Background: an optimization exercise with open tools, aiming at small area. Do not read the settings as production practice.
At most, simulation tests tie the RTL to the original design; equivalence was not proved.
Function not checked in run 2: the RTL went through the layout flow alone.
Power is estimated from default activity; no workload was simulated.

## flow/design.v

```verilog
package dtw_pkg;
    typedef enum logic [1:0] {
        PH_IDLE = 2'd0,
        PH_DC   = 2'd1,
        PH_BT   = 2'd2
    } phase_t;
    typedef logic [5:0] step_t;
    typedef logic [30-1:0] sample_t;
    typedef logic [10-1:0] mem_addr_t;
    typedef logic [4:0] tmpl_idx_t;
    typedef logic [2*6-1:0] src_t;
    typedef logic [3*6-1:0] sel_t;
endpackage
module dtw_phase_fsm (
    input  logic            clk,
    input  logic            nrst,
    input  logic            i_valid,
    input  logic            i_bt_end,
    output dtw_pkg::phase_t o_phase,
    output dtw_pkg::step_t  o_step,
    output logic            o_ready,
    output logic            o_dc_ena,
    output logic            o_bt_ena
);
    dtw_pkg::phase_t phase_nxt;
    always_comb begin
        phase_nxt = o_phase;
        case (o_phase)
            dtw_pkg::PH_IDLE: if (i_valid) phase_nxt = dtw_pkg::PH_DC;
            dtw_pkg::PH_DC: begin
                if (o_step == dtw_pkg::step_t'(40)) begin
                    phase_nxt = dtw_pkg::PH_BT;
                end
            end
            dtw_pkg::PH_BT: if (i_bt_end) phase_nxt = dtw_pkg::PH_IDLE;
            default: phase_nxt = dtw_pkg::PH_IDLE;
        endcase
    end
    always_ff @(posedge clk or negedge nrst) begin
        if (!nrst) begin
            o_phase <= dtw_pkg::PH_IDLE;
        end else begin
            o_phase <= phase_nxt;
        end
    end
    always_ff @(posedge clk or negedge nrst) begin
        if (!nrst) begin
            o_step <= '0;
        end else if (o_phase == dtw_pkg::PH_IDLE || phase_nxt == dtw_pkg::PH_IDLE) begin
            o_step <= '0;
        end else if (o_phase == dtw_pkg::PH_DC && phase_nxt == dtw_pkg::PH_BT) begin
            o_step <= dtw_pkg::step_t'(20);
        end else begin
            o_step <= o_step + 6'd1;
        end
    end
    assign o_ready  = (o_phase == dtw_pkg::PH_IDLE);
    assign o_dc_ena = (o_phase == dtw_pkg::PH_DC);
    assign o_bt_ena = (o_phase == dtw_pkg::PH_BT);
endmodule
module dtw_cell_schedule (
    input  logic           clk,
    input  logic           nrst,
    input  dtw_pkg::step_t i_step,
    output dtw_pkg::src_t  o_tsrc,
    output dtw_pkg::src_t  o_rsrc,
    output dtw_pkg::sel_t  o_sel0,
    output dtw_pkg::sel_t  o_sel1,
    output dtw_pkg::sel_t  o_sel2
);
    logic [6-1:0]   row_mask;
    logic [4*6-1:0] row_src;
    dtw_pkg::sel_t           row_sel0;
    dtw_pkg::sel_t           row_sel1;
    dtw_pkg::sel_t           row_sel2;
    always_comb begin
        row_mask = '0;
        row_src  = '0;
        row_sel0 = '0;
        row_sel1 = '0;
        row_sel2 = '0;
        case (i_step)
            6'd0: begin
                row_mask = 6'b001000;
                row_src  = 24'h00a000;
                row_sel0 = 18'o007000;
                row_sel1 = 18'o006000;
                row_sel2 = 18'o006000;
            end
            6'd1: begin
                row_mask = 6'b001100;
                row_src  = 24'h002900;
                row_sel0 = 18'o006600;
                row_sel1 = 18'o006200;
                row_sel2 = 18'o002600;
            end
            6'd2, 6'd36, 6'd38: begin
                row_mask = 6'b001000;
                row_src  = 24'h004000;
                row_sel0 = 18'o002000;
                row_sel1 = 18'o002000;
                row_sel2 = 18'o003000;
            end
            6'd3, 6'd37: begin
                row_mask = 6'b001100;
                row_src  = 24'h002900;
                row_sel0 = 18'o002300;
                row_sel1 = 18'o006200;
                row_sel2 = 18'o002600;
            end
            6'd4: begin
                row_mask = 6'b011100;
                row_src  = 24'h064800;
                row_sel0 = 18'o062600;
                row_sel1 = 18'o062300;
                row_sel2 = 18'o023600;
            end
            6'd5, 6'd33, 6'd35: begin
                row_mask = 6'b001100;
                row_src  = 24'h001100;
                row_sel0 = 18'o002300;
                row_sel1 = 18'o001200;
                row_sel2 = 18'o002300;
            end
            6'd6, 6'd34: begin
                row_mask = 6'b011100;
                row_src  = 24'h064800;
                row_sel0 = 18'o012300;
                row_sel1 = 18'o062300;
                row_sel2 = 18'o023600;
            end
            6'd7: begin
                row_mask = 6'b011110;
                row_src  = 24'h021190;
                row_sel0 = 18'o062360;
                row_sel1 = 18'o061230;
                row_sel2 = 18'o012360;
            end
            6'd8, 6'd10, 6'd28, 6'd30, 6'd32: begin
                row_mask = 6'b011100;
                row_src  = 24'h044400;
                row_sel0 = 18'o012300;
                row_sel1 = 18'o012300;
                row_sel2 = 18'o023400;
            end
            6'd9, 6'd11, 6'd29, 6'd31: begin
                row_mask = 6'b011110;
                row_src  = 24'h021190;
                row_sel0 = 18'o012340;
                row_sel1 = 18'o061230;
                row_sel2 = 18'o012360;
            end
            6'd12: begin
                row_mask = 6'b111110;
                row_src  = 24'h644480;
                row_sel0 = 18'o612360;
                row_sel1 = 18'o612340;
                row_sel2 = 18'o123460;
            end
            6'd13, 6'd25, 6'd27: begin
                row_mask = 6'b011110;
                row_src  = 24'h011110;
                row_sel0 = 18'o012340;
                row_sel1 = 18'o001230;
                row_sel2 = 18'o012340;
            end
            6'd14, 6'd26: begin
                row_mask = 6'b111110;
                row_src  = 24'h644480;
                row_sel0 = 18'o012340;
                row_sel1 = 18'o612340;
                row_sel2 = 18'o123460;
            end
            6'd15: begin
                row_mask = 6'b111111;
                row_src  = 24'h211119;
                row_sel0 = 18'o612346;
                row_sel1 = 18'o601234;
                row_sel2 = 18'o012346;
            end
            6'd16, 6'd18, 6'd20, 6'd22, 6'd24: begin
                row_mask = 6'b111110;
                row_src  = 24'h444440;
                row_sel0 = 18'o012340;
                row_sel1 = 18'o012340;
                row_sel2 = 18'o123450;
            end
            6'd17, 6'd19, 6'd21, 6'd23: begin
                row_mask = 6'b111111;
                row_src  = 24'h211119;
                row_sel0 = 18'o012345;
                row_sel1 = 18'o601234;
                row_sel2 = 18'o012346;
            end
            default: row_mask = '0;
        endcase
    end
    always_ff @(posedge clk or negedge nrst) begin
        if (!nrst) begin
            o_tsrc <= '0;
            o_rsrc <= '0;
            o_sel0 <= '1;
            o_sel1 <= '1;
            o_sel2 <= '1;
        end else begin
            for (int c = 0; c < 6; c++) begin
                if (row_mask[c]) begin
                    o_tsrc[2*c +: 2] <= row_src[4*c+2 +: 2];
                    o_rsrc[2*c +: 2] <= row_src[4*c +: 2];
                    o_sel0[3*c +: 3] <= row_sel0[3*c +: 3];
                    o_sel1[3*c +: 3] <= row_sel1[3*c +: 3];
                    o_sel2[3*c +: 3] <= row_sel2[3*c +: 3];
                end
            end
        end
    end
endmodule
module dtw_ref_window (
    input  logic             clk,
    input  logic             nrst,
    input  dtw_pkg::step_t   i_step,
    input  dtw_pkg::sample_t i_r,
    output dtw_pkg::sample_t o_r
);
    localparam int NSLOT = 7;
    dtw_pkg::sample_t win0;
    dtw_pkg::sample_t slot [NSLOT];
    logic [NSLOT-1:0] wr_en;    
    logic [NSLOT-1:0] rd_slot;  
    logic             rd_win0;
    always_ff @(posedge clk) begin
        win0 <= i_r;
    end
    always_comb begin
        wr_en = '0;
        if ((i_step >= 6'd2 && i_step <= 6'd19) || (i_step >= 6'd34 && i_step <= 6'd40)) begin
            wr_en[i_step % NSLOT] = 1'b1;
        end
    end
    always_ff @(posedge clk) begin
        for (int j = 0; j < NSLOT; j++) begin
            if (wr_en[j]) slot[j] <= win0;
        end
    end
    always_comb begin
        rd_win0 = 1'b0;
        rd_slot = '0;
        case (i_step)
            6'd0, 6'd1:   rd_win0    = 1'b1;
            6'd11, 6'd23: rd_slot[0] = 1'b1;
            6'd12, 6'd26: rd_slot[1] = 1'b1;
            6'd3, 6'd14, 6'd29: rd_slot[2] = 1'b1;
            6'd4, 6'd15, 6'd31: rd_slot[3] = 1'b1;
            6'd6, 6'd17, 6'd34: rd_slot[4] = 1'b1;
            6'd7, 6'd19, 6'd37: rd_slot[5] = 1'b1;
            6'd9, 6'd21:  rd_slot[6] = 1'b1;
            default: ;
        endcase
    end
    dtw_pkg::sample_t pick;
    always_comb begin
        pick = rd_win0 ? win0 : '0;
        for (int j = 0; j < NSLOT; j++) begin
            pick = pick | (rd_slot[j] ? slot[j] : '0);
        end
    end
    always_ff @(posedge clk or negedge nrst) begin
        if (!nrst) begin
            o_r <= '0;
        end else if (rd_win0 || (|rd_slot)) begin
            o_r <= pick;
        end
    end
endmodule
module dtw_tmpl_fetch (
    input  logic               clk,
    input  dtw_pkg::phase_t    i_phase,
    input  dtw_pkg::step_t     i_step,
    input  dtw_pkg::sample_t   i_t,
    output dtw_pkg::sample_t   o_t,
    output dtw_pkg::mem_addr_t o_addr,
    output logic               o_wr
);
    dtw_pkg::tmpl_idx_t tmpl_idx;
    always_ff @(posedge clk) begin
        o_t <= i_t;
    end
    always_comb begin
        tmpl_idx = '0;
        if (i_phase == dtw_pkg::PH_DC) begin
            case (i_step)
                6'd0:    tmpl_idx = 5'd1;
                6'd2:    tmpl_idx = 5'd2;
                6'd3:    tmpl_idx = 5'd3;
                6'd5:    tmpl_idx = 5'd4;
                6'd6:    tmpl_idx = 5'd5;
                6'd8:    tmpl_idx = 5'd6;
                6'd10:   tmpl_idx = 5'd7;
                6'd11:   tmpl_idx = 5'd8;
                6'd13:   tmpl_idx = 5'd9;
                6'd14:   tmpl_idx = 5'd10;
                6'd16:   tmpl_idx = 5'd11;
                6'd18:   tmpl_idx = 5'd12;
                6'd20:   tmpl_idx = 5'd13;
                6'd22:   tmpl_idx = 5'd14;
                6'd25:   tmpl_idx = 5'd15;
                6'd28:   tmpl_idx = 5'd16;
                6'd30:   tmpl_idx = 5'd17;
                6'd33:   tmpl_idx = 5'd18;
                6'd36:   tmpl_idx = 5'd19;
                default: tmpl_idx = '0;
            endcase
        end
    end
    assign o_wr   = (i_phase == dtw_pkg::PH_BT);
    assign o_addr = o_wr ? dtw_pkg::mem_addr_t'(i_step) : dtw_pkg::mem_addr_t'(tmpl_idx);
endmodule
module dtw_ctrl (
    input  logic               clk,
    input  logic               nrst,
    input  logic               i_valid,
    input  logic               i_bt_end,
    input  dtw_pkg::sample_t   i_r,
    input  dtw_pkg::sample_t   i_t,
    output logic               o_ready,
    output logic               o_dc_ena,
    output logic               o_bt_ena,
    output dtw_pkg::mem_addr_t o_addr,
    output logic               o_wr,
    output dtw_pkg::sample_t   o_r,
    output dtw_pkg::sample_t   o_t,
    output dtw_pkg::src_t      o_tsrc,
    output dtw_pkg::src_t      o_rsrc,
    output dtw_pkg::sel_t      o_sel0,
    output dtw_pkg::sel_t      o_sel1,
    output dtw_pkg::sel_t      o_sel2
);
    dtw_pkg::phase_t phase;
    dtw_pkg::step_t  step;
    dtw_phase_fsm u_fsm (
        .clk      (clk),
        .nrst     (nrst),
        .i_valid  (i_valid),
        .i_bt_end (i_bt_end),
        .o_phase  (phase),
        .o_step   (step),
        .o_ready  (o_ready),
        .o_dc_ena (o_dc_ena),
        .o_bt_ena (o_bt_ena)
    );
    dtw_cell_schedule u_sched (
        .clk    (clk),
        .nrst   (nrst),
        .i_step (step),
        .o_tsrc (o_tsrc),
        .o_rsrc (o_rsrc),
        .o_sel0 (o_sel0),
        .o_sel1 (o_sel1),
        .o_sel2 (o_sel2)
    );
    dtw_ref_window u_rwin (
        .clk    (clk),
        .nrst   (nrst),
        .i_step (step),
        .i_r    (i_r),
        .o_r    (o_r)
    );
    dtw_tmpl_fetch u_tfetch (
        .clk     (clk),
        .i_phase (phase),
        .i_step  (step),
        .i_t     (i_t),
        .o_t     (o_t),
        .o_addr  (o_addr),
        .o_wr    (o_wr)
    );
endmodule
```

## flow/run.sh

```bash
#!/bin/bash
# synth_recipe.tcl (not shown) runs the flow's synth.tcl, then flattens the netlist and writes it again
# the make line also repeats each setting of config.mk as NAME=value (left out here)
make -C /OpenROAD-flow-scripts/flow DESIGN_CONFIG=/design/flow/config.mk WORK_HOME=/design/flow/orfs CLKGATE_MAP_FILE= SYNTH_SCRIPT=/design/flow/synth_recipe.tcl finish
```

## flow/config.mk

```make
export PLATFORM = sky130hd
export DESIGN_NAME = dtw_ctrl
export DESIGN_NICKNAME = dtw_ctrl
export VERILOG_FILES = /design/flow/design.v
export SDC_FILE = /design/flow/constraint.sdc
export NUM_CORES = 4
export LEC_CHECK = 0
export CAP_MARGIN = 20
export CORE_MARGIN = 2
export CORE_UTILIZATION = 40
export SLEW_MARGIN = 20
export SYNTH_MEMORY_MAX_BITS = 16384
```

## flow/constraint.sdc

```tcl
create_clock -name core_clock -period 8.0 [get_ports {clk}]
set_input_delay 1.6000 -clock core_clock [delete_from_list [all_inputs] [get_ports {clk}]]
set_output_delay 1.6000 -clock core_clock [all_outputs]
set_load 0.01 [all_outputs]
```

==> out/metrics.json, run 1 <==
{
  "timing": {
    "final_min_period_over_clock_period": 0.893,
    "final_setup_fails": 0,
    "fin_worst_skew_ps": 17.3,
    "max_freq_mhz": 140,
    "layout_min_cycle_time_ps": 7150,
    "crit_path_setup_slack_layout_ps": 852,
    "hold_ws_ps": 464,
    "worstMarginPinSlew_ps": 839,
    "rsz_0062_raised_after_global_routing": "false",
    "timing_hold_violations_final": 0,
    "slew_margin_rel": 0.426,
    "final-max-slew-violation-count": 0
  },
  "cells_and_area": {
    "drive_gt1_frac": 0.130,
    "fin_cells": 1811,
    "layout.cells.most_common_list": "210 x sky130_fd_sc_hd__edfxtp_1, 203 x sky130_fd_sc_hd__clkdlybuf4s50_1, 110 x sky130_fd_sc_hd__nor2_1, 62 x sky130_fd_sc_hd__nand2_1",
    "antenna_cells_inserted": 0,
    "layout_commonest_cell": "sky130_fd_sc_hd__edfxtp_1",
    "flow.area_growth_from_synthesis_pct": 25.0,
    "fin_nets": 1400,
    "utilization_after_layout": 0.507
  },
  "drt": {
    "vias": 10400,
    "drtIter0Drc": 1351,
    "drt-total-wl_um": 38900,
    "wire_per_inst_um": 21.5,
    "routed_via_density": 5.73,
    "drt_pre_antenna_iters": 6,
    "drc": 0,
    "antenna_violating_nets_post_route": 0
  },
  "synthesis": {
    "flip_flop_cell_with_the_highest_count_after_synthesis": "sky130_fd_sc_hd__edfxtp_1",
    "ys_top_cells_by_area": "sky130_fd_sc_hd__edfxtp_1 42%, sky130_fd_sc_hd__dfrtp_1 9.1%, sky130_fd_sc_hd__dfxtp_1 8.1%",
    "top_cell_type_by_total_area_after_synthesis": "sky130_fd_sc_hd__edfxtp_1",
    "syn-mean-instance-area_sq_um": 13.2,
    "synth_top_area_share": 0.425,
    "count_of_unique_library_cells_instantiated_by_yosys": 91,
    "count_of_state_elements_after_synthesis": 361,
    "synth.yosys.seq_area_share": 0.662,
    "synth_edf_count": 210,
    "async_flop_share": 0.252,
    "ys.warnings.count": 5,
    "mappedNetlistArea_sq_um": 14800,
    "syn-instance-count": 1126
  },
  "power_and_ir_drop": {
    "power.static_leakage_nw": 6.53,
    "powerDensity_nw_per_um2": 479,
    "irDropWorstVdd_v": 0.000290
  },
  "clocking": {
    "postCtsSetupBuffers": 0,
    "worst_setup_hold_path_clk_slew_ps": 60,
    "cts_root_buf": "sky130_fd_sc_hd__clkbuf_16",
    "clock_path_buffers": 3,
    "clock_tree_from_tritoncts": "yes",
    "cts_repair_resize_count": 0,
    "cts_num_sinks": 361,
    "cts-htree-levels": 2,
    "worst_skew_pair_latency_ps": 540,
    "post_cts_hold_buffer_count": 0,
    "cts_made_buffers": 39
  },
  "critical_path": {
    "maximum_fanout_along_the_worst_path": 30,
    "cp.required_ps": 8170,
    "reg2reg_from": "u_fsm.o_step[4]$_DFF_PN0_",
    "worst_path_largest_cell_delay_ps": 420,
    "critical-path-top-cell-by-count": "sky130_fd_sc_hd__ha_1",
    "worst_flop_to_flop_path_endpoint": "u_rwin.slot[4][3]$_DFFE_PP_",
    "critical_path_source_type": "flip-flop",
    "r2r_setup_slack_ps": 850,
    "critical_path.startpoint": "u_fsm.o_step[4]$_DFF_PN0_",
    "timing.reg2reg.worst_path_depth": 29,
    "arrival_ps": 7320,
    "critical_path_class": "flip-flop to flip-flop",
    "critPathSlowestCell": "sky130_fd_sc_hd__o31ai_1",
    "setup.worst_path.end_class": "flip-flop"
  },
  "floorplan": {
    "num_rows": 70,
    "io-pin-count": 216,
    "die_height_um": 197,
    "floorplan.die_area_sq_um": 38700,
    "fp.dieW_um": 197,
    "initial_util": 0.406,
    "coreArea_sq_um": 36600
  },
  "min_path": {
    "worst_hold_path.num_cells": 2,
    "worstHoldEndpoint": "u_sched.o_sel1[12]$_DFFE_PN1P_",
    "timing.hold.worst.class": "flip-flop to flip-flop",
    "timing.hold.worst.start": "u_sched.o_sel1[12]$_DFFE_PN1P_"
  },
  "global_routing": {
    "grt_total_usage": 0.199,
    "antenna_found_initial": 0,
    "grt_start_max_net_pins": 59,
    "globalRoute.totalOverflow": 0,
    "grt_pass1_wl_um": 60000,
    "grt_pass1_vias": 10100
  },
  "outcome": {
    "status": "no timing/DRC/antenna violations"
  },
  "place": {
    "port_buffers": 204,
    "globalplace.congestion": 0.884,
    "place.detailed.instances": 1739,
    "post-dp-hpwl_um": 24900,
    "dp_slack_ps": 976
  },
  "flow_run": {
    "max-cap-violations": 0
  }
}
## state kept, by name, indices dropped and copies added (netlist names)
signal / count
u_sched.o_tsrc: 8
u_sched.o_sel0: 13
u_rwin.win0: 30
u_fsm.o_step: 6
u_rwin.o_r: 30
u_tfetch.o_t: 30
u_fsm.o_phase: 2
u_sched.o_sel1: 13
u_sched.o_sel2: 11
u_rwin.slot: 210
u_sched.o_rsrc: 8
## synth_stat cells, types with 3 or more instances
| cell | instances |
|---|---|
| sky130_fd_sc_hd__nand2_1 | 62 |
| sky130_fd_sc_hd__buf_1 | 8 |
| sky130_fd_sc_hd__nor3_1 | 19 |
| sky130_fd_sc_hd__clkbuf_1 | 51 |
| sky130_fd_sc_hd__a31oi_1 | 9 |
| sky130_fd_sc_hd__o221ai_1 | 3 |
| sky130_fd_sc_hd__buf_2 | 5 |
| sky130_fd_sc_hd__a41oi_1 | 32 |
| sky130_fd_sc_hd__nand3_1 | 21 |
| sky130_fd_sc_hd__inv_1 | 17 |
| sky130_fd_sc_hd__o2111ai_1 | 3 |
| sky130_fd_sc_hd__a211oi_1 | 6 |
| sky130_fd_sc_hd__and2_1 | 6 |
| sky130_fd_sc_hd__dfrtp_1 | 54 |
| sky130_fd_sc_hd__nand4_1 | 4 |
| sky130_fd_sc_hd__ha_1 | 24 |
| sky130_fd_sc_hd__or2_2 | 4 |
| sky130_fd_sc_hd__a21o_1 | 10 |
| sky130_fd_sc_hd__o22ai_1 | 4 |
| sky130_fd_sc_hd__o211ai_1 | 5 |
| sky130_fd_sc_hd__o21ai_1 | 4 |
| sky130_fd_sc_hd__nor4_1 | 4 |
| sky130_fd_sc_hd__buf_4 | 32 |
| sky130_fd_sc_hd__a22oi_1 | 34 |
| sky130_fd_sc_hd__nor2b_1 | 11 |
| sky130_fd_sc_hd__dfstp_2 | 37 |
| sky130_fd_sc_hd__o32ai_1 | 5 |
| sky130_fd_sc_hd__o31a_1 | 6 |
| sky130_fd_sc_hd__a211o_1 | 3 |
| sky130_fd_sc_hd__nor3b_1 | 4 |
| sky130_fd_sc_hd__o31ai_1 | 6 |
| sky130_fd_sc_hd__edfxtp_1 | 210 |
| sky130_fd_sc_hd__mux2_2 | 4 |
| sky130_fd_sc_hd__a221oi_1 | 3 |
| sky130_fd_sc_hd__a222oi_1 | 60 |
| sky130_fd_sc_hd__buf_6 | 3 |
| sky130_fd_sc_hd__o21a_1 | 14 |
| sky130_fd_sc_hd__nand2b_1 | 11 |
| sky130_fd_sc_hd__mux2i_1 | 8 |
| sky130_fd_sc_hd__a21oi_1 | 45 |
| sky130_fd_sc_hd__nor2_1 | 116 |
| sky130_fd_sc_hd__xnor2_1 | 6 |
| sky130_fd_sc_hd__o21ai_0 | 32 |
| sky130_fd_sc_hd__dfxtp_1 | 60 |
| sky130_fd_sc_hd__and3_1 | 5 |
## power breakdown
group	switching, W	internal (W)	total [W]
clock	0.000743	0.00104	0.00178
combinational	0.00267	0.00167	0.00434
sequential	0.000209	0.00255	0.00276
total	0.00362	0.00526	0.00888
## final cells by class
class                      instances  area (sq um)
tap                              468           586
clock buffer                      50          1050
fill                            3155         18100
multi-input combinational        658          4520
inverter                          18          67.6
timing repair buffer             234          2260
sequential                       361          9830
clock inverter                    22           235
## critical path: cells and delay by family (launching register included)
kind            cells  cell delay, ps
compound gates      9            2150
xor+xnor            2             410
fa+ha+maj           5            1400
buf+inv             5            1020
flops               1             400
simple gates        8            1390
## layer usage
| metal | vias to the layer above | share of wire | GRT usage |
|---|---|---|---|
| li1 | 4720 | - | - |
| met1 | 5071 | 0.44 | 0.273 |
| met2 | 505 | 0.46 | 0.320 |
| met3 | 76 | 0.073 | 0.0385 |
| met4 | 0 | 0.028 | 0.0671 |
| met5 | - | 0 | 0 |
## logic make-up after synthesis
kind of cell	share of synthesized area
AOI/OAI and AO/OA	0.170
xor gates and xnor gates	0.00817
adders and majority gates	0.0202
buffers and inverters	0.0396
DFF	0.662
muxes	0.00843
other	0.000253
and+or+nand+nor	0.0915
## worst max-delay path by stage
stage	endpoint	slack, ps	cells after the start
after floorplan	u_rwin.slot[6][0]$_DFFE_PP_	-470	30
final	u_rwin.slot[4][3]$_DFFE_PP_	850	29
after CTS	u_rwin.slot[4][3]$_DFFE_PP_	940	29
after global placement	u_rwin.slot[0][25]$_DFFE_PP_	1110	29
after global routing	u_rwin.slot[4][3]$_DFFE_PP_	140	29
after detailed placement	u_rwin.slot[4][26]$_DFFE_PP_	980	29
## through the flow
step                      total power, W  setup TNS (ps)  area [sq um]
after floorplan                  0.00557          -27490         14900
after global placement           0.00708               0         17300
after detailed placement         0.00710               0         17300
after CTS                        0.00892               0         18600
after global routing             0.00943               0         18600
final                            0.00888               0         18600
==> inputs of run 2 (changes only) <==
--- a/flow/design.v
+++ b/flow/design.v
@@ -222,53 +222,42 @@
     input  dtw_pkg::sample_t i_r,
     output dtw_pkg::sample_t o_r
 );
-    localparam int NSLOT = 7;
-    dtw_pkg::sample_t win0;
-    dtw_pkg::sample_t slot [NSLOT];
-    logic [NSLOT-1:0] wr_en;    
-    logic [NSLOT-1:0] rd_slot;  
-    logic             rd_win0;
+    dtw_pkg::sample_t win [20];
+    logic                              pick_en;
+    logic [$clog2(20)-1:0] pick_idx;
     always_ff @(posedge clk) begin
-        win0 <= i_r;
-    end
-    always_comb begin
-        wr_en = '0;
-        if ((i_step >= 6'd2 && i_step <= 6'd19) || (i_step >= 6'd34 && i_step <= 6'd40)) begin
-            wr_en[i_step % NSLOT] = 1'b1;
-        end
-    end
-    always_ff @(posedge clk) begin
-        for (int j = 0; j < NSLOT; j++) begin
-            if (wr_en[j]) slot[j] <= win0;
+        win[0] <= i_r;
+        for (int k = 1; k < 20; k++) begin
+            win[k] <= win[k-1];
         end
     end
     always_comb begin
-        rd_win0 = 1'b0;
-        rd_slot = '0;
+        pick_en  = 1'b1;
+        pick_idx = '0;
         case (i_step)
-            6'd0, 6'd1:   rd_win0    = 1'b1;
-            6'd11, 6'd23: rd_slot[0] = 1'b1;
-            6'd12, 6'd26: rd_slot[1] = 1'b1;
-            6'd3, 6'd14, 6'd29: rd_slot[2] = 1'b1;
-            6'd4, 6'd15, 6'd31: rd_slot[3] = 1'b1;
-            6'd6, 6'd17, 6'd34: rd_slot[4] = 1'b1;
-            6'd7, 6'd19, 6'd37: rd_slot[5] = 1'b1;
-            6'd9, 6'd21:  rd_slot[6] = 1'b1;
-            default: ;
+            6'd0, 6'd1:   pick_idx = 5'd0;
+            6'd3, 6'd4:   pick_idx = 5'd1;
+            6'd6, 6'd7:   pick_idx = 5'd2;
+            6'd9:         pick_idx = 5'd3;
+            6'd11, 6'd12: pick_idx = 5'd4;
+            6'd14, 6'd15: pick_idx = 5'd5;
+            6'd17:        pick_idx = 5'd6;
+            6'd19:        pick_idx = 5'd7;
+            6'd21:        pick_idx = 5'd8;
+            6'd23:        pick_idx = 5'd9;
+            6'd26:        pick_idx = 5'd11;
+            6'd29:        pick_idx = 5'd13;
+            6'd31:        pick_idx = 5'd14;
+            6'd34:        pick_idx = 5'd16;
+            6'd37:        pick_idx = 5'd18;
+            default:      pick_en = 1'b0;
         endcase
     end
-    dtw_pkg::sample_t pick;
-    always_comb begin
-        pick = rd_win0 ? win0 : '0;
-        for (int j = 0; j < NSLOT; j++) begin
-            pick = pick | (rd_slot[j] ? slot[j] : '0);
-        end
-    end
     always_ff @(posedge clk or negedge nrst) begin
         if (!nrst) begin
             o_r <= '0;
-        end else if (rd_win0 || (|rd_slot)) begin
-            o_r <= pick;
+        end else if (pick_en) begin
+            o_r <= win[pick_idx];
         end
     end
 endmodule
==> out/metrics.json, run 2 <==
{
  "floorplan": {
    "fp.dieW": {"value": 231, "unit": "um", "change": "was 197 um"},
    "initial_util": {"value": 0.404, "change": "was 0.406"},
    "die_height": {"value": 231, "unit": "um", "change": "was 197 um"},
    "floorplan.die_area": {"value": 53600, "unit": "sq um", "change": "was 38700 sq um"},
    "coreArea": {"value": 51200, "unit": "sq um", "change": "was 36600 sq um"},
    "num_rows": {"value": 83, "change": "was 70"},
    "io-pin-count": {"value": 216, "change": "unchanged"}
  },
  "timing": {
    "final_min_period_over_clock_period": {"value": 0.693, "change": "was 0.893"},
    "fin_worst_skew": {"value": 23.5, "unit": "ps", "change": "was 17.3 ps"},
    "finalSetupTns": {"value": 0, "unit": "ps", "change": "unchanged"},
    "worstMarginPinSlew": {"value": 1100, "unit": "ps", "change": "was 839 ps"},
    "timing_hold_violations_final": {"value": 0, "change": "unchanged"},
    "rsz_0062_raised_after_global_routing": {"value": "false", "change": "unchanged"},
    "slew_margin_rel": {"value": 0.266, "change": "was 0.426"},
    "layout_min_cycle_time": {"value": 5550, "unit": "ps", "change": "was 7150 ps"},
    "final-max-slew-violation-count": {"value": 0, "change": "unchanged"},
    "final_setup_fails": {"value": 0, "change": "unchanged"},
    "max_freq": {"value": 180, "unit": "MHz", "change": "was 140 MHz"}
  },
  "place": {
    "post-dp-hpwl": {"value": 35900, "unit": "um", "change": "was 24900 um"},
    "globalplace.congestion": {"value": 0.881, "change": "was 0.884"},
    "dpl_cell_area": {"value": 23300, "unit": "sq um", "change": "was 17300 sq um"},
    "port_buffers": {"value": 204, "change": "unchanged"}
  },
  "cells_and_area": {
    "flow.area_growth_from_synthesis": {"value": 24.7, "unit": "%", "change": "was 25.0%"},
    "layout_commonest_cell": {"value": "sky130_fd_sc_hd__dfxtp_1", "change": "was sky130_fd_sc_hd__edfxtp_1"},
    "register_name_with_the_most_flops": {"value": "u_rwin.win", "change": "was u_rwin.slot"},
    "largest_reg_flops": {"value": 570, "change": "was 210"},
    "drive_gt1_frac": {"value": 0.125, "change": "was 0.130"},
    "largest_registers": "u_rwin.win x570, u_rwin.o_r x30, u_tfetch.o_t x30",
    "finish.instance_area": {"value": 25800, "unit": "sq um", "change": "was 18600 sq um"},
    "fin_nets": {"value": 1954, "change": "was 1400"},
    "final.fill_count": {"value": 4535, "change": "was 3155"},
    "utilization_after_layout": {"value": 0.504, "change": "was 0.507"},
    "layout.cells.most_common_list": {"value": "600 x sky130_fd_sc_hd__dfxtp_1, 203 x sky130_fd_sc_hd__clkdlybuf4s50_1, 105 x sky130_fd_sc_hd__nand2_1, 73 x sky130_fd_sc_hd__nor2_1", "change": "was 210 x sky130_fd_sc_hd__edfxtp_1, 203 x sky130_fd_sc_hd__clkdlybuf4s50_1, 110 x sky130_fd_sc_hd__nor2_1, 62 x sky130_fd_sc_hd__nand2_1"}
  },
  "min_path": {
    "worst_hold_path.num_cells": {"value": 0, "change": "was 2"},
    "worstHoldEndpoint": {"value": "u_rwin.win[18][12]$_DFF_P_", "change": "was u_sched.o_sel1[12]$_DFFE_PN1P_"},
    "timing.hold.worst.class": {"value": "flip-flop to flip-flop", "change": "unchanged"},
    "timing.hold.worst.start": {"value": "u_rwin.win[17][12]$_DFF_P_", "change": "was u_sched.o_sel1[12]$_DFFE_PN1P_"}
  },
  "drt": {
    "drt_pre_antenna_iters": {"value": 5, "change": "was 6"},
    "wire_per_inst": {"value": 22.4, "unit": "um", "change": "was 21.5 um"},
    "vias": {"value": 14000, "change": "was 10400"},
    "drt-total-wl": {"value": 58600, "unit": "um", "change": "was 38900 um"},
    "routed_via_density": {"value": 5.36, "change": "was 5.73"},
    "antenna_violating_nets_post_route": {"value": 0, "change": "unchanged"},
    "drtIter0Drc": {"value": 1189, "change": "was 1351"},
    "drc": {"value": 0, "change": "unchanged"}
  },
  "clocking": {
    "cts-htree-levels": {"value": 3, "change": "was 2"},
    "post_cts_hold_buffer_count": {"value": 0, "change": "unchanged"},
    "cts_root_buf": {"value": "sky130_fd_sc_hd__clkbuf_16", "change": "unchanged"},
    "clock_path_buffers": {"value": 3, "change": "unchanged"},
    "cts_repair_resize_count": {"value": 0, "change": "unchanged"},
    "worst_setup_hold_path_clk_slew": {"value": 60, "unit": "ps", "change": "about the same"},
    "worst_skew_pair_latency": {"value": 590, "unit": "ps", "change": "was 540 ps"},
    "clock_tree_from_tritoncts": {"value": "yes", "change": "unchanged"},
    "cts_num_sinks": {"value": 691, "change": "was 361"},
    "cts_made_buffers": {"value": 71, "change": "was 39"},
    "postCtsSetupBuffers": {"value": 0, "change": "unchanged"}
  },
  "synthesis": {
    "count_of_unique_library_cells_instantiated_by_yosys": {"value": 93, "change": "was 91"},
    "yosys.cell_count.top_type": {"value": "sky130_fd_sc_hd__dfxtp_1", "change": "was sky130_fd_sc_hd__edfxtp_1"},
    "ys_top_cells_by_area": {"value": "sky130_fd_sc_hd__dfxtp_1 58%, sky130_fd_sc_hd__dfrtp_1 6.5%, sky130_fd_sc_hd__dfstp_2 4.7%", "change": "was sky130_fd_sc_hd__edfxtp_1 42%, sky130_fd_sc_hd__dfrtp_1 9.1%, sky130_fd_sc_hd__dfxtp_1 8.1%"},
    "flip_flop_cell_with_the_highest_count_after_synthesis": {"value": "sky130_fd_sc_hd__dfxtp_1", "change": "was sky130_fd_sc_hd__edfxtp_1"},
    "syn-mean-instance-area": {"value": 12.3, "unit": "sq um", "change": "was 13.2 sq um"},
    "synth_xor_area_frac": {"value": 0.00254, "change": "was 0.00817"},
    "synth_commonest_cells": {"value": "600 x sky130_fd_sc_hd__dfxtp_1, 105 x sky130_fd_sc_hd__nand2_1, 74 x sky130_fd_sc_hd__a21oi_1, 74 x sky130_fd_sc_hd__nor2_1, 63 x sky130_fd_sc_hd__o21ai_0", "change": "was 210 x sky130_fd_sc_hd__edfxtp_1, 116 x sky130_fd_sc_hd__nor2_1, 62 x sky130_fd_sc_hd__nand2_1, 60 x sky130_fd_sc_hd__a222oi_1, 60 x sky130_fd_sc_hd__dfxtp_1"},
    "syn-instance-count": {"value": 1686, "change": "was 1126"},
    "synth-compound-area-share": {"value": 0.151, "change": "was 0.170"},
    "synth.yosys.seq_area_share": {"value": 0.692, "change": "was 0.662"},
    "post_synth_and_or_nand_nor_area_fraction": {"value": 0.0888, "change": "was 0.0915"},
    "combinational_family_with_the_most_area_after_synthesis": {"value": "compound AO/OA/AOI/OAI gates", "change": "unchanged"},
    "top_cell_type_by_total_area_after_synthesis": {"value": "sky130_fd_sc_hd__dfxtp_1", "change": "was sky130_fd_sc_hd__edfxtp_1"},
    "ys.warnings.count": {"value": 5, "change": "unchanged"},
    "mux_cell_area_share_after_synthesis": {"value": 0.0235, "change": "was 0.00843"},
    "synth_edf_count": {"value": 0, "change": "was 210"},
    "yosys.area_share.adder": {"value": 0.00544, "change": "was 0.0202"},
    "mappedNetlistArea": {"value": 20700, "unit": "sq um", "change": "was 14800 sq um"},
    "synth_top_area_share": {"value": 0.580, "change": "was 0.425"},
    "count_of_state_elements_after_synthesis": {"value": 691, "change": "was 361"},
    "async_flop_share": {"value": 0.132, "change": "was 0.252"}
  },
  "critical_path": {
    "critical_path.startpoint": {"value": "u_fsm.o_step[0]$_DFF_PN0_", "change": "was u_fsm.o_step[4]$_DFF_PN0_"},
    "critPathSlowestCell": {"value": "sky130_fd_sc_hd__dfrtp_1", "change": "was sky130_fd_sc_hd__o31ai_1"},
    "critical_path_class": {"value": "flip-flop to primary output", "change": "was flip-flop to flip-flop"},
    "r2r_setup_slack": {"value": 3240, "unit": "ps", "change": "was 850 ps"},
    "maximum_fanout_along_the_worst_path": {"value": 26, "change": "was 30"},
    "critical_path_source_type": {"value": "flip-flop", "change": "unchanged"},
    "arrival": {"value": 3950, "unit": "ps", "change": "was 7320 ps"},
    "worst_flop_to_flop_path_endpoint": {"value": "u_rwin.o_r[9]$_DFFE_PN0P_", "change": "was u_rwin.slot[4][3]$_DFFE_PP_"},
    "timing.reg2reg.worst_path_depth": {"value": 10, "change": "was 29"},
    "worstPathBufferInverterCount": {"value": 2, "change": "was 5"},
    "critical_path.cell_chain": "buf_4, ha_1, nand2b_1, a21boi_0, o21ai_0, nand2_1, nor3_1, o21ai_0, o21ai_0, clkdlybuf4s50_1",
    "worst_path_largest_cell_delay": {"value": 910, "unit": "ps", "change": "was 420 ps"},
    "critical-path-top-delay-family": {"value": "buffers and inverters", "change": "was compound AO/OA/AOI/OAI gates"},
    "critical-path-top-cell-by-count": {"value": "sky130_fd_sc_hd__o21ai_0", "change": "was sky130_fd_sc_hd__ha_1"},
    "cp.required": {"value": 6400, "unit": "ps", "change": "was 8170 ps"},
    "reg2reg_from": {"value": "u_fsm.o_step[0]$_DFF_PN0_", "change": "was u_fsm.o_step[4]$_DFF_PN0_"},
    "setup.worst_path.end_class": {"value": "primary output", "change": "was flip-flop"}
  },
  "power_and_ir_drop": {
    "irDropWorstVdd": {"value": 0.000269, "unit": "V", "change": "was 0.000290 V"},
    "power.static_leakage": {"value": 10.4, "unit": "nW", "change": "was 6.53 nW"},
    "powerDensity": {"value": 477, "unit": "nW/um^2", "change": "was 479 nW/um^2"}
  },
  "global_routing": {
    "grt_total_usage": {"value": 0.217, "change": "was 0.199"},
    "grt_start_max_net_pins": {"value": 59, "change": "unchanged"},
    "grt_pass1_wl": {"value": 87900, "unit": "um", "change": "was 60000 um"},
    "antenna_found_initial": {"value": 2, "change": "was 0"},
    "globalRoute.totalOverflow": {"value": 0, "change": "unchanged"},
    "grt_pass1_vias": {"value": 14000, "change": "was 10100"}
  },
  "outcome": {
    "status": {"value": "no timing/DRC/antenna violations", "change": "unchanged"}
  },
  "flow_run": {
    "max-cap-violations": {"value": 0, "change": "unchanged"}
  }
}
[run 2: kinds of logic after synthesis]
family / after synthesis
AOI/OAI and AO/OA: 422
xor gates and xnor gates: 6
adders and majority gates: 9
buffers and inverters: 146
DFF: 691
muxes: 46
other: 1
and+or+nand+nor: 365
[run 2: how the worst max path moves through the flow]
stage / to / slack (ps) / depth (start not counted)
2_1_floorplan: o_addr[4] / 4330 / 11
3_3_place_gp: o_addr[4] / 3100 / 10
3_5_place_dp: o_addr[4] / 3090 / 10
4_1_cts: o_addr[4] / 2480 / 10
5_1_grt: o_addr[4] / 2260 / 10
6_report: o_addr[4] / 2450 / 10
[run 2: final cells by class]
cell class              instances  area, sq um  area share
diodes                          1         2.50   0.0000969
clock buffers                 101         2060      0.0798
clock inverters                26          419      0.0162
inverters                      19         71.3     0.00276
multi-input cells             859         5760       0.223
flip-flops and latches        691        14300       0.555
well taps                     680          851      0.0330
repair buffers                239         2320      0.0899
[run 2: stage by stage]
stage                     total power, W  instances  setup slack (ps)  hold WS (ps)
after floorplan                  0.00693       1696              4330           310
after global placement           0.00882       2487              3100           310
after detailed placement         0.00886       2488              3090           312
after CTS                         0.0123       2615              2480           320
after global routing              0.0129       2615              2260           326
final                             0.0123       2616              2450           320
[run 2: routing by layer]
| metal | GRT usage | vias to the layer above | part of all wire | wire length (um) |
|---|---|---|---|---|
| met5 | 0 | - | 0.00046 | 27 |
| met4 | 0.0813 | 4 | 0.028 | 1630 |
| met3 | 0.0380 | 102 | 0.066 | 3880 |
| met2 | 0.341 | 543 | 0.45 | 26600 |
| met1 | 0.299 | 6921 | 0.45 | 26600 |
| li1 | - | 6457 | - | - |
[run 2: power by group]
part / total (W) / internal (W) / switching [W] / leakage, nW
combinational: 0.00472 / 0.00173 / 0.00299 / 3.08
sequential: 0.00414 / 0.00387 / 0.000265 / 6.08
clock: 0.00346 / 0.00213 / 0.00133 / 1.22
total: 0.0123 / 0.00772 / 0.00459 / 10.4

static timing again, ports no longer ideal:
No port has a modelled driver above. Below, the same layouts with a new extraction and two added sets of constraints.
Step 1, drivers: a clkbuf_16 drives clk and a buf_2 each remaining input, both assumed.
Step 2 moves the port delays by t, midway between the first and last clock arrival at a register: inputs arrive t later, outputs are due t later. That takes back most of the time a late clock gives input paths.
Three values: no drivers, after step 1, after step 2; two values: the first two.
| run | t (ns) | setup WS [ns] | worst slew at a driven data input, ns | cell pins on the clock port's net |
|---|---|---|---|---|
| run 1 | 0.585 | 0.852 / 0.852 / 0.852 | 0.05 | 1 |
| run 2 | 0.643 | 2.454 / 2.393 / 3.036 | 0.07 | 1 |
After both steps every run listed still meets setup and hold.
